Context: an optimization exercise on an open-source flow, tuned for small area. The choices shown serve that exercise and are no tape-out recipe.
Function was checked by simulation only, so behaviour that the tests miss may differ from the original.
Power is estimated from default activity; no workload was simulated.

==> flow/design.v (excerpt) <==
module pad_config_sequencer #(
  parameter int NPADS  = 46,
  parameter int AW     = 6
) (
  input  logic                 clk,
  input  logic                 rst,
  input  logic                 bus_wr_valid,
  output logic                 bus_wr_ready,
  input  logic [AW-1:0]        bus_wr_addr,
  input  logic [7:0]           bus_wr_data,
  output logic                 bus_wr_err,
  input  logic [AW-1:0]        bus_rd_addr,
  output logic [7:0]           bus_rd_data,
  input  logic                 bus_commit_valid,
  output logic                 bus_commit_ready,
  output logic                 bus_busy,
  output logic                 bus_commit_done,
  output logic [NPADS-1:0]     pad_oe,
  output logic [NPADS-1:0]     pad_ie,
  output logic [NPADS-1:0]     pad_pu,
  output logic [NPADS-1:0]     pad_pd,
  output logic [NPADS-1:0]     pad_pdrv0,
  output logic [NPADS-1:0]     pad_pdrv1,
  output logic [NPADS-1:0]     pad_sl,
  output logic [NPADS-1:0]     pad_cs
);
Size in the first run: roughly 2600 cells after synthesis, about 0.035 mm^2 of cells after synthesis.
==> flow/config.mk <==
export PLATFORM = sky130hd
export DESIGN_NAME = pad_config_sequencer
export DESIGN_NICKNAME = pad_config_sequencer
export VERILOG_FILES = /design/flow/design.v
export SDC_FILE = /design/flow/constraint.sdc
export NUM_CORES = 4
export LEC_CHECK = 0
export CAP_MARGIN = 20
export CORE_MARGIN = 2
export CORE_UTILIZATION = 40
export SLEW_MARGIN = 20
==> flow/constraint.sdc <==
create_clock -name core_clock -period 3.5 [get_ports {clk}]
set_input_delay 0.7000 -clock core_clock [delete_from_list [all_inputs] [get_ports {clk}]]
set_output_delay 0.7000 -clock core_clock [all_outputs]
set_load 0.01 [all_outputs]
run.sh (not shown) runs the stock make flow with config.mk's settings and CLKGATE_MAP_FILE= SYNTH_SCRIPT=/design/flow/synth_recipe.tcl, a recipe that flattens the netlist after the stock synthesis.
==> next run, changes <==
==> flow/flow/run.sh (new file) <==
#!/bin/bash
# Own layout flow: the standard ORFS flow with three changes.
#  1. Synthesis is the standard one (synth_recipe.tcl and ORFS synth.tcl, so the
#     same registers with the same names and cells), except that ABC maps the
#     combinational logic with an area-oriented script (flow/area.abc).
#  2. Port buffers are sky130_fd_sc_hd__buf_1 (every input and output port
#     still gets its own buffer).
#  3. CTS clusters up to 30 sinks per leaf buffer and inserts no dummy loads.
# Each tool's output goes to the ORFS logs under orfs/logs and to flow.log here.
set -euo pipefail
here=$(pwd)

# ORFS synth.tcl, with the ABC script replaced right after the preamble sets it.
sed '/^source \$::env(SCRIPTS_DIR)\/synth_preamble.tcl/a lset abc_args 1 '"$here"'/flow/area.abc' \
  "$FLOW_HOME/scripts/synth.tcl" > "$here/flow_synth.tcl"
grep -q "flow/area.abc" "$here/flow_synth.tcl"
sed 's#^source \$::env(SCRIPTS_DIR)/synth.tcl$#source '"$here"'/flow_synth.tcl#' \
  "$here/synth_recipe.tcl" > "$here/flow_synth_recipe.tcl"
grep -q "flow_synth.tcl" "$here/flow_synth_recipe.tcl"
sed "s#$here/synth_recipe.tcl#$here/flow_synth_recipe.tcl#" "$here/standard.sh" > "$here/flow_standard.sh"
grep -q "flow_synth_recipe.tcl" "$here/flow_standard.sh"

export BUFFER_PORTS_ARGS="-buffer_cell sky130_fd_sc_hd__buf_1"
export CTS_ARGS="-sink_clustering_enable -repair_clock_nets -dont_use_dummy_load -sink_clustering_size 30 -sink_clustering_max_diameter 100 -buf_list {sky130_fd_sc_hd__clkbuf_4 sky130_fd_sc_hd__clkbuf_8 sky130_fd_sc_hd__clkbuf_16}"

bash "$here/flow_standard.sh" > "$here/flow.log" 2>&1
==> flow/flow/area.abc (new file) <==
strash
ifraig
scorr
dc2
strash
dch -f
amap
==> flow/standard.sh (new file) <==
#!/bin/bash
# synth_recipe.tcl (not shown) runs the flow's synth.tcl, then flattens the netlist and writes it again
# the make line also repeats each setting of config.mk as NAME=value (left out here)
make -C /OpenROAD-flow-scripts/flow DESIGN_CONFIG=/design/flow/config.mk WORK_HOME=/design/flow/orfs CLKGATE_MAP_FILE= SYNTH_SCRIPT=/design/flow/synth_recipe.tcl "${@:-finish}"
removed: flow/run.sh
The new run finished with timing, DRC and antenna clean.
Setup slack degrades by 0.14 ns.
Clock skew climbs by 0.014 ns.
Critical path depth climbs by 1.
Routed wire length drops by about 2.6%.
Utilization drops by 5.3 points.
Sequential share of layout area climbs by 7.5 points.
Design area drops by about 15%.
Global-route usage climbs by 0.44 points.
Total power climbs by about 3.6%.
==> next run, changes <==
--- a/flow/flow/run.sh
+++ b/flow/flow/run.sh
@@ -6,5 +6,5 @@
 #  2. Port buffers are sky130_fd_sc_hd__buf_1 (every input and output port
 #     still gets its own buffer).
-#  3. CTS clusters up to 30 sinks per leaf buffer and inserts no dummy loads.
+#  3. CTS uses clkbuf_4/clkbuf_8 and inserts no dummy loads.
 # Each tool's output goes to the ORFS logs under orfs/logs and to flow.log here.
 set -euo pipefail
@@ -22,5 +22,5 @@
 
 export BUFFER_PORTS_ARGS="-buffer_cell sky130_fd_sc_hd__buf_1"
-export CTS_ARGS="-sink_clustering_enable -repair_clock_nets -dont_use_dummy_load -sink_clustering_size 30 -sink_clustering_max_diameter 100 -buf_list {sky130_fd_sc_hd__clkbuf_4 sky130_fd_sc_hd__clkbuf_8 sky130_fd_sc_hd__clkbuf_16}"
+export CTS_ARGS="-sink_clustering_enable -repair_clock_nets -dont_use_dummy_load -buf_list {sky130_fd_sc_hd__clkbuf_4 sky130_fd_sc_hd__clkbuf_8}"
 
 bash "$here/flow_standard.sh" > "$here/flow.log" 2>&1
Effect:
- The changed run ran to the end with no violations
- global-route usage went up by 0.84 points
- routed wire length went up by 1.4%
- area after synthesis is unchanged
- cell area went up by 2.8%
- clock skew went up by 0.015 ns
- via count went up by 1.9%
- setup slack gets better by 0.087 ns
- worst hold slack gets worse by 0.085 ns
- synthesized cell count is unchanged

## afterwards: timing with drivers on the ports
The results above use ideal ports. As a check the final layouts listed here were re-extracted and re-timed, cells and wires unchanged. Step 1 (the two cells are an assumption about what drives the block):
set clk [get_ports {clk}]
set_driving_cell -lib_cell sky130_fd_sc_hd__clkbuf_16 $clk
set_driving_cell -lib_cell sky130_fd_sc_hd__buf_2 [delete_from_list [all_inputs] $clk]
Step 2 also shifts input and output timing later by t, the mid clock arrival at the registers, as if the neighbouring blocks saw the same clock. Slacks: no drivers / after step 1 / after step 2; pairs: no drivers / after step 1.
| run | t, ns | slack for setup (ns) | hold WS [ns] | worst register clock-pin slew, ns | pins driven straight from the clock port |
|---|---|---|---|---|---|
| the first run | 0.716 | 0.278 / 0.278 / -0.239 | 0.459 / 0.414 / 0.554 | 0.07 / 0.07 | 1 |
| the second run | 0.703 | 0.139 / 0.139 / -0.387 | 0.170 / 0.124 / 0.503 | 0.12 / 0.12 | 1 |
| the third run | 0.848 | 0.226 / 0.226 / -0.380 | 0.085 / 0.036 / 0.494 | 0.07 / 0.07 | 1 |
With both steps, setup timing fails in every run listed, where it was met with ideal ports. The setup slack of the third run, which loses most, moves by 0.000 ns with the drivers and by -0.606 ns with both steps.
